From an optimization exercise on the open Yosys and OpenROAD flow, aimed at small area, a short achievable clock period and few clock cycles per item; shortcuts taken in it are not production practice.
In this exercise RTL edits were held to simulation tests only and were not proved equivalent to the original.
Power and IR drop assume default switching activity.

==> constraint.sdc <==
create_clock -name core_clock -period 6.0 [get_ports {clock}]
set_input_delay 1.2000 -clock core_clock [delete_from_list [all_inputs] [get_ports {clock}]]
set_output_delay 1.2000 -clock core_clock [all_outputs]
set_load 0.01 [all_outputs]
==> config.mk <==
export PLATFORM = sky130hd
export DESIGN_NAME = rational_multiply_divide_unit
export DESIGN_NICKNAME = rational_multiply_divide_unit
export VERILOG_FILES = /design/flow/design.v
export SDC_FILE = /design/flow/constraint.sdc
export NUM_CORES = 4
export LEC_CHECK = 0
export CAP_MARGIN = 40
export CORE_MARGIN = 2
export CORE_UTILIZATION = 40
export SLEW_MARGIN = 40
==> run.sh <==
#!/bin/bash
# synth_recipe.tcl (not shown) runs the flow's synth.tcl, then flattens the netlist and writes it again
# the make line also repeats each setting of config.mk as NAME=value (left out here)
make -C /OpenROAD-flow-scripts/flow DESIGN_CONFIG=/design/flow/config.mk WORK_HOME=/design/flow/orfs CLKGATE_MAP_FILE= SYNTH_SCRIPT=/design/flow/synth_recipe.tcl finish
==> design.v <==
`default_nettype none
package rmdu_pkg;
   localparam int VW    = 32;
   localparam int CNT_W = $clog2(VW);
   localparam logic [VW-1:0] POS_MAX = {1'b0, {(VW-1){1'b1}}};
   localparam logic [VW-1:0] NEG_MAX = {1'b1, {(VW-1){1'b0}}};
   localparam logic [1:0] OP_NORM = 2'd0;
   localparam logic [1:0] OP_MUL  = 2'd1;
   localparam logic [1:0] OP_DIV  = 2'd2;
   localparam logic [1:0] ST_OK       = 2'd0;
   localparam logic [1:0] ST_ZERO_DEN = 2'd1;
   localparam logic [1:0] ST_DIV_ZERO = 2'd2;
   localparam logic [1:0] ST_OVERFLOW = 2'd3;
   typedef struct packed {
      logic          start;
      logic          mul;
      logic [VW-1:0] a;
      logic [VW-1:0] b;
   } arith_cmd_type;
   typedef struct packed {
      logic          done;
      logic [VW-1:0] hi;
      logic [VW-1:0] lo;
   } arith_rsp_type;
endpackage
`default_nettype wire
`default_nettype none
import rmdu_pkg::*;
module rational_multiply_divide_unit
(
   input  wire logic        clock,
   input  wire logic        reset,
   input  wire logic        start,
   output logic             busy,
   input  wire logic [1:0]  req_operation,
   input  wire logic [31:0] req_first_num,
   input  wire logic [31:0] req_first_den,
   input  wire logic [31:0] req_second_num,
   input  wire logic [31:0] req_second_den,
   output logic             rsp_valid,
   output logic [31:0]      rsp_result_num,
   output logic [30:0]      rsp_result_den,
   output logic [1:0]       rsp_status
);
   typedef enum logic [2:0] {S_IDLE, S_LOAD, S_GCD, S_MUL, S_FIN} state_type;
   typedef enum logic [1:0] {P_FIRST, P_SECOND, P_PROD} phase_type;
   state_type   state_ff, state_in;
   phase_type   phase_ff, phase_in;
   logic        busy_ff, busy_in;
   logic        valid_ff, valid_in;
   logic [31:0] rnum_ff, rnum_in;
   logic [30:0] rden_ff, rden_in;
   logic [1:0]  status_ff, status_in;
   logic        md_ff, md_in;        
   logic        dv_ff, dv_in;        
   logic [31:0] f1n_ff, f1n_in, f1d_ff, f1d_in;
   logic [31:0] f2n_ff, f2n_in, f2d_ff, f2d_in;
   logic        aneg_ff, aneg_in, xneg_ff, xneg_in;
   logic [31:0] x_ff, x_in, y_ff, y_in;
   logic [31:0] m00_ff, m00_in, m01_ff, m01_in, m10_ff, m10_in, m11_ff, m11_in;
   logic        ov0_ff, ov0_in, ov1_ff, ov1_in;
   logic [32:0] s0, s1, dxy, dyx;
   logic [31:0] absn, absd, pn, pd;
   logic        cneg;
   logic        x_zero, y_zero, xy_eq, x_gt;
   logic        ovf_a, ovf_f1, pneg, povf;
   function automatic logic ovf(input logic [31:0] n, input logic [31:0] d, input logic neg);
      ovf = d[31] | (n[31] & (~neg | (n[30:0] != '0)));
   endfunction
   assign s0     = {1'b0, m00_ff} + {1'b0, m01_ff};
   assign s1     = {1'b0, m10_ff} + {1'b0, m11_ff};
   assign dxy    = {1'b0, x_ff} - {1'b0, y_ff};
   assign dyx    = {1'b0, y_ff} - {1'b0, x_ff};
   assign x_zero = x_ff == '0;
   assign y_zero = y_ff == '0;
   assign xy_eq  = x_ff == y_ff;
   assign x_gt   = ~dxy[32];
   assign cneg   = (state_ff == S_FIN) ? xneg_ff : f1n_ff[31];
   assign absn   = cneg ? (~f1n_ff + 1'b1) : f1n_ff;
   assign absd   = f1d_ff[31] ? (~f1d_ff + 1'b1) : f1d_ff;
   assign ovf_a  = ovf(f2n_ff, f2d_ff, aneg_ff);
   assign ovf_f1 = ovf(f1n_ff, f1d_ff, xneg_ff);
   assign pneg   = aneg_ff ^ xneg_ff;
   assign pn     = dv_ff ? m11_ff : m01_ff;
   assign pd     = dv_ff ? m01_ff : m11_ff;
   assign povf   = ov0_ff | ov1_ff | pd[31] | (pn[31] & (~pneg | (pn[30:0] != '0)));
   logic       done;
   logic [1:0] st;
   always_comb begin
      state_in  = state_ff;
      phase_in  = phase_ff;
      busy_in   = busy_ff;
      valid_in  = 1'b0;
      rnum_in   = rnum_ff;
      rden_in   = rden_ff;
      status_in = status_ff;
      md_in     = md_ff;
      dv_in     = dv_ff;
      f1n_in    = f1n_ff;
      f1d_in    = f1d_ff;
      f2n_in    = f2n_ff;
      f2d_in    = f2d_ff;
      aneg_in   = aneg_ff;
      xneg_in   = xneg_ff;
      x_in      = x_ff;
      y_in      = y_ff;
      m00_in    = m00_ff;
      m01_in    = m01_ff;
      m10_in    = m10_ff;
      m11_in    = m11_ff;
      ov0_in    = ov0_ff;
      ov1_in    = ov1_ff;
      done      = 1'b0;
      st        = ST_OK;
      case (state_ff)
         S_IDLE: begin
            if (start) begin
               busy_in  = 1'b1;
               md_in    = (req_operation == OP_MUL) || (req_operation == OP_DIV);
               dv_in    = req_operation == OP_DIV;
               f1n_in   = req_first_num;
               f1d_in   = req_first_den;
               f2n_in   = req_second_num;
               f2d_in   = req_second_den;
               state_in = S_LOAD;
            end
         end
         S_LOAD: begin
            if (f1d_ff == '0 || (md_ff && f2d_ff == '0)) begin
               done = 1'b1;
               st   = ST_ZERO_DEN;
            end else begin
               x_in     = absn;
               y_in     = absd;
               m00_in   = 32'd1;
               m01_in   = '0;
               m10_in   = '0;
               m11_in   = 32'd1;
               xneg_in  = f1n_ff[31] ^ f1d_ff[31];
               f1n_in   = f2n_ff;
               f1d_in   = f2d_ff;
               phase_in = P_FIRST;
               state_in = S_GCD;
            end
         end
         S_GCD: begin
            if (phase_ff == P_SECOND && ovf_a) begin
               done = 1'b1;
               st   = ST_OVERFLOW;
            end else if (x_zero) begin
               x_in    = 32'd1;
               y_in    = 32'd1;
               m00_in  = '0;
               m01_in  = '0;
               m10_in  = 32'd1;
               m11_in  = '0;
               xneg_in = 1'b0;
            end else if (xy_eq) begin
               f1n_in = s0[31:0];
               f1d_in = s1[31:0];
               case (phase_ff)
                  P_FIRST: begin
                     f2n_in  = s0[31:0];
                     f2d_in  = s1[31:0];
                     if (md_ff) begin
                        aneg_in  = xneg_ff;
                        x_in     = absn;
                        y_in     = absd;
                        m00_in   = 32'd1;
                        m01_in   = '0;
                        m10_in   = '0;
                        m11_in   = 32'd1;
                        xneg_in  = f1n_ff[31] ^ f1d_ff[31];
                        phase_in = P_SECOND;
                     end else begin
                        state_in = S_FIN;
                     end
                  end
                  P_SECOND: begin
                     x_in     = s0[31:0];
                     y_in     = s1[31:0];
                     m00_in   = dv_ff ? f2d_ff : f2n_ff;
                     m10_in   = dv_ff ? f2n_ff : f2d_ff;
                     m01_in   = '0;
                     m11_in   = '0;
                     ov0_in   = 1'b0;
                     ov1_in   = 1'b0;
                     state_in = S_MUL;
                  end
                  default: begin
                     state_in = S_FIN;
                  end
               endcase
            end else if (!x_ff[0] && !y_ff[0]) begin
               if (x_ff[1:0] == 2'b00 && y_ff[1:0] == 2'b00) begin
                  x_in = x_ff >> 2;
                  y_in = y_ff >> 2;
               end else begin
                  x_in = x_ff >> 1;
                  y_in = y_ff >> 1;
               end
            end else if (!x_ff[0]) begin
               if (!x_ff[1]) begin
                  x_in   = x_ff >> 2;
                  m00_in = m00_ff << 2;
                  m10_in = m10_ff << 2;
               end else begin
                  x_in   = x_ff >> 1;
                  m00_in = m00_ff << 1;
                  m10_in = m10_ff << 1;
               end
            end else if (!y_ff[0]) begin
               if (!y_ff[1]) begin
                  y_in   = y_ff >> 2;
                  m01_in = m01_ff << 2;
                  m11_in = m11_ff << 2;
               end else begin
                  y_in   = y_ff >> 1;
                  m01_in = m01_ff << 1;
                  m11_in = m11_ff << 1;
               end
            end else if (x_gt) begin
               m01_in = s0[31:0];
               m11_in = s1[31:0];
               if (x_ff[1] == y_ff[1]) begin
                  x_in   = dxy[31:0] >> 2;
                  m00_in = m00_ff << 2;
                  m10_in = m10_ff << 2;
               end else begin
                  x_in   = dxy[31:0] >> 1;
                  m00_in = m00_ff << 1;
                  m10_in = m10_ff << 1;
               end
            end else begin
               m00_in = s0[31:0];
               m10_in = s1[31:0];
               if (x_ff[1] == y_ff[1]) begin
                  y_in   = dyx[31:0] >> 2;
                  m01_in = m01_ff << 2;
                  m11_in = m11_ff << 2;
               end else begin
                  y_in   = dyx[31:0] >> 1;
                  m01_in = m01_ff << 1;
                  m11_in = m11_ff << 1;
               end
            end
         end
         S_MUL: begin
            if (ovf_f1) begin
               done = 1'b1;
               st   = ST_OVERFLOW;
            end else if (dv_ff && f1n_ff == '0) begin
               done = 1'b1;
               st   = ST_DIV_ZERO;
            end else if (dv_ff && f1n_ff[31]) begin
               done = 1'b1;
               st   = ST_OVERFLOW;
            end else if (povf) begin
               done = 1'b1;
               st   = ST_OVERFLOW;
            end else if (x_zero && y_zero) begin
               x_in     = pn;
               y_in     = pd;
               m00_in   = 32'd1;
               m01_in   = '0;
               m10_in   = '0;
               m11_in   = 32'd1;
               xneg_in  = pneg;
               phase_in = P_PROD;
               state_in = S_GCD;
            end else begin
               x_in   = x_ff >> 1;
               y_in   = y_ff >> 1;
               m00_in = m00_ff << 1;
               m10_in = m10_ff << 1;
               if (x_ff[0]) m01_in = s0[31:0];
               if (y_ff[0]) m11_in = s1[31:0];
               ov0_in = ov0_ff | (x_ff[0] & s0[32]) | (m00_ff[31] & (x_ff[31:1] != '0));
               ov1_in = ov1_ff | (y_ff[0] & s1[32]) | (m10_ff[31] & (y_ff[31:1] != '0));
            end
         end
         S_FIN: begin
            done = 1'b1;
            st   = ovf_f1 ? ST_OVERFLOW : ST_OK;
         end
         default: begin
            state_in = S_IDLE;
         end
      endcase
      if (done) begin
         state_in  = S_IDLE;
         busy_in   = 1'b0;
         valid_in  = 1'b1;
         status_in = st;
         if (st == ST_OK) begin
            rnum_in = absn;
            rden_in = f1d_ff[30:0];
         end else begin
            rnum_in = '0;
            rden_in = '0;
         end
      end
   end
   always_ff @(posedge clock) begin
      if (reset) begin
         state_ff <= S_IDLE;
         busy_ff  <= 1'b0;
         valid_ff <= 1'b0;
      end else begin
         state_ff <= state_in;
         busy_ff  <= busy_in;
         valid_ff <= valid_in;
      end
      phase_ff  <= phase_in;
      rnum_ff   <= rnum_in;
      rden_ff   <= rden_in;
      status_ff <= status_in;
      md_ff     <= md_in;
      dv_ff     <= dv_in;
      f1n_ff    <= f1n_in;
      f1d_ff    <= f1d_in;
      f2n_ff    <= f2n_in;
      f2d_ff    <= f2d_in;
      aneg_ff   <= aneg_in;
      xneg_ff   <= xneg_in;
      x_ff      <= x_in;
      y_ff      <= y_in;
      m00_ff    <= m00_in;
      m01_ff    <= m01_in;
      m10_ff    <= m10_in;
      m11_ff    <= m11_in;
      ov0_ff    <= ov0_in;
      ov1_ff    <= ov1_in;
   end
   assign busy           = busy_ff;
   assign rsp_valid      = valid_ff;
   assign rsp_result_num = rnum_ff;
   assign rsp_result_den = rden_ff;
   assign rsp_status     = status_ff;
endmodule
`default_nettype wire
==> results.txt <==
Clk pwr share: 19.0%
Post-Syn Nets: 4522
Seq/Total Area, Yosys: 33.2%
Syn-to-layout area delta: 15.6%
internal power: 8.47 mW
boundary pin count: 200
Final period util: 82.3%
clk buf depth: 3
DRT antenna net count: 0
Post-synth EDFFs: 393
result of the run: no timing/DRC/antenna violations
largest family of logic cells by synthesized area: compound AO/OA/AOI/OAI gates
syn_area_per_cell: 8.42 µm²
flip-flop and latch area: 11900 µm²
Syn Inst Count: 4253
initial DRC count: 7187
top routing layer in use: met5
total core area: 88500 µm²
fin cells: 5542
Comb power frac: 54.4%
CTS tree: yes
final hold violations: 0
Fmax achieved: 202 MHz
Clock Tree Root: clkbuf_16
Vias: 38352
Worst EP arrival: 5.20 ns
post-route minimum period: 4.94 ns
P_sw: 8.66 mW
Yosys Warn Count: 1
vias in the first global route: 34488
startpoint types: register
Worst setup EP type: register
drt wl/cell: 35.6 µm
async set or reset register ratio after synthesis: 0%
first-pass GRT wire length: 270 mm
Pre-antenna DRT Iters: 8
Worst-path clk slew: 0.07 ns
Largest delay share family, worst path: simple AND/OR/NAND/NOR gates
# resized after CTS: 0
WL met2: 81.9 mm
Max stage delay on crit path: 0.72 ns
Slew headroom: 29.2%
area of the multi-input gates: 22700 µm²
cell count after placement: 5444
post-synthesis simple-gate area fraction: 16.4%
endpoints failing setup: 0
Slew Limit Fails: 0
# DRC: 0
die height: 303 µm
Port Buffers: 199
largest net degree at the start of global routing: 127
wire length on met3: 25.9 mm
Slew @ Worst Pin: 1.05 ns
Tot GR Track Use: 41.4%
CTS Hold Bufs: 0
setup TNS: 0 ns
worst-path cell chain: nor4_1 > nand4_1 > o22ai_1 > a21oi_1 > nor4_1 > buf_4 > a31oi_1 > or2_2 > nor2b_2 > nor2b_2 > buf_4
Clock Skews: 0.0481 ns
layout cells sized above 1: 10.2%
initial antenna violation count: 14
Crit-path slowest cell: edfxtp_1
CP Buf/Inv Count: 2
Required @ worst endpoint: 6.26 ns
width of the die: 303 µm
max cap viols: 0
commonest non-fill, non-tap cell in the layout: nand2_1
Max VDD drop: 0.000232 V
post-synthesis mux area share: 10.2%
area post-placement: 39600 µm²
total gr overflow: 0
final core utilization: 46.8%
Primary FF master, synth: edfxtp_1
Cell Area, Synth: 35800 µm²
Die ar.: 91900 µm²
Worst Path Class, Setup: reg -> reg
sequential power share: 26.5%
post-DR vias/cell: 6.92
CP Max Fanout: 24
Netlist cell types: 94
row count: 109
final net count: 4600
flops & latches, synth: 398
Synth Area in Adders: 4.84%
Fillers: 8546
wire length on met1: 75.9 mm
htree depth: 2
Leakage: 15.8 nW
HPWL Detailed: 149 mm
Finished Cell Area: 41400 µm²
Power Total: 17.1 mW
fraction of the mapped netlist area in compound gates: 26.7%
Post-CTS Setup Bufs: 0
TritonCTS Sinks: 398
Hold Path Class: reg -> reg
GPL Wtd Cong: 1.04
post-synthesis xor/xnor area fraction: 4.11%
Net Sw Frac: 50.5%
commonest cells after routing, fill and taps aside: nand2_1, o21ai_0, edfxtp_1
Routed WL: 197 mm
Initial Utilization: 40.5%
CTS Buf Count: 49
Power Density: 414 nW/µm²
Skew-Pair Late Insertion Delay: 0.65 ns
unrepaired setup endpoints after global routing: false
-- synth_stat cells, drive strengths merged (21+ instances only) --
cell type    n  area share, %
a211oi      54            1.1
o21ai      457            6.4
a221oi      30           0.73
nand3       63           0.89
xor2        80            2.0
o22ai       48           0.84
mux2i      248            6.9
a31oi       70            1.2
nand2      489            5.1
nor2b       46           0.81
o211ai      40           0.84
a21oi      366            5.1
and3        28           0.49
a221o       44            1.2
a21o        88            1.8
clkbuf     242            2.5
o21a        29           0.61
nand4       42           0.73
a31o        24           0.59
xnor2       88            2.2
inv        102            1.1
mux2       103            3.2
nor2       318            3.4
o31ai       36           0.75
o21bai      21           0.44
ha         132            4.6
and2        48           0.84
nand2b      26           0.45
or3         26           0.47
edfxtp     393             33
nor4        56            1.0
buf         72           0.94
nor3        73            1.0
a22oi       53            1.1
-- power groups by stage --
stage          clock network [mW]  logic [mW]  registers, mW
2_1_floorplan                   0        5.14           4.10
3_3_place_gp                    0        8.75           4.51
3_5_place_dp                    0        8.79           4.53
4_1_cts                      3.25        8.83           4.47
5_1_grt                      3.33        9.55           4.54
6_report                     3.26        9.32           4.55
-- worst paths after layout --
path	startpoint	end	slack, ns	depth (start not counted)
max	m01_ff[21]	y_ff[15]	1.06	11
min	busy_ff	busy_ff	0.54	1
max reg2reg	m01_ff[21]	y_ff[15]	1.06	11
min reg2reg	busy_ff	busy_ff	0.54	1
-- area by class of cell --
type | count | share of cell area [%]
flip-flops and latches | 398 | 28.8
well taps | 1165 | 3.52
repair buffers | 341 | 7.69
inverters | 105 | 0.952
multi-input cells | 3436 | 55.0
clock buffers | 54 | 3.01
diodes | 6 | 0.0363
clock inverters | 37 | 1.05
-- cell families after synthesis --
| group | count (synthesis) |
|---|---|
| mux | 351 |
| xor+xnor | 168 |
| simple gates | 1266 |
| flops | 398 |
| buf+inv | 419 |
| compound gates | 1515 |
| fa+ha+maj | 136 |
-- worst reg2reg max path: stages, from the launching register on --
cell	delay, ns
edfxtp_1	0.72
nor4_1	0.51
nand4_1	0.32
o22ai_1	0.25
a21oi_1	0.08
nor4_1	0.37
buf_4	0.24
a31oi_1	0.17
or2_2	0.42
nor2b_2	0.44
nor2b_2	0.54
buf_4	0.48
-- state kept, by name, summed over array words and instances, names as in the netlist, 3 cells and up --
register / cells
f1d_ff: 32
rnum_ff: 32
f2d_ff: 32
rden_ff: 31
y_ff: 32
f1n_ff: 32
m11_ff: 32
m10_ff: 32
m01_ff: 32
f2n_ff: 32
state_ff: 3
x_ff: 32
m00_ff: 32
-- through the flow --
step / worst slack, ns / hold WS, ns
floorplan: 0.722 / 0.509
global placement: 1.43 / 0.531
detailed placement: 1.29 / 0.534
CTS: 1.24 / 0.548
global route: 0.993 / 0.543
finish: 1.06 / 0.537
-- metal layers --
metal,up-vias,track usage (%)
li1,16209,-
met1,18607,55.1
met2,2922,59.4
met3,596,12.1
met4,18,23.8
met5,-,0.569
Testbench counts, summed over its fixed seeds: cycles 213,419, items 4,800.

## static timing again, ports no longer ideal
The flow's constraints put no driver on any port. The routed layout listed below was extracted and timed again, unchanged, in two steps.
Step 1, drivers: a clkbuf_16 drives clock and a buf_2 each remaining input, both assumed.
Step 2 also shifts input and output timing later by t, the mid clock arrival at the registers, as if the neighbouring blocks saw the same clock.
Slacks: no drivers / after step 1 / after step 2; pairs: no drivers / after step 1.
t (ns): 0.696
setup WS [ns]: 1.060 / 1.060 / 1.060
worst setup path after step 2: register to register
worst register clock-pin slew, ns: 0.07 / 0.07
pins driven straight from the clock port: 1
After both steps setup and hold are still met in this run. For this run, drivers alone change the setup slack by 0.000 ns; drivers and shift together by 0.000 ns.
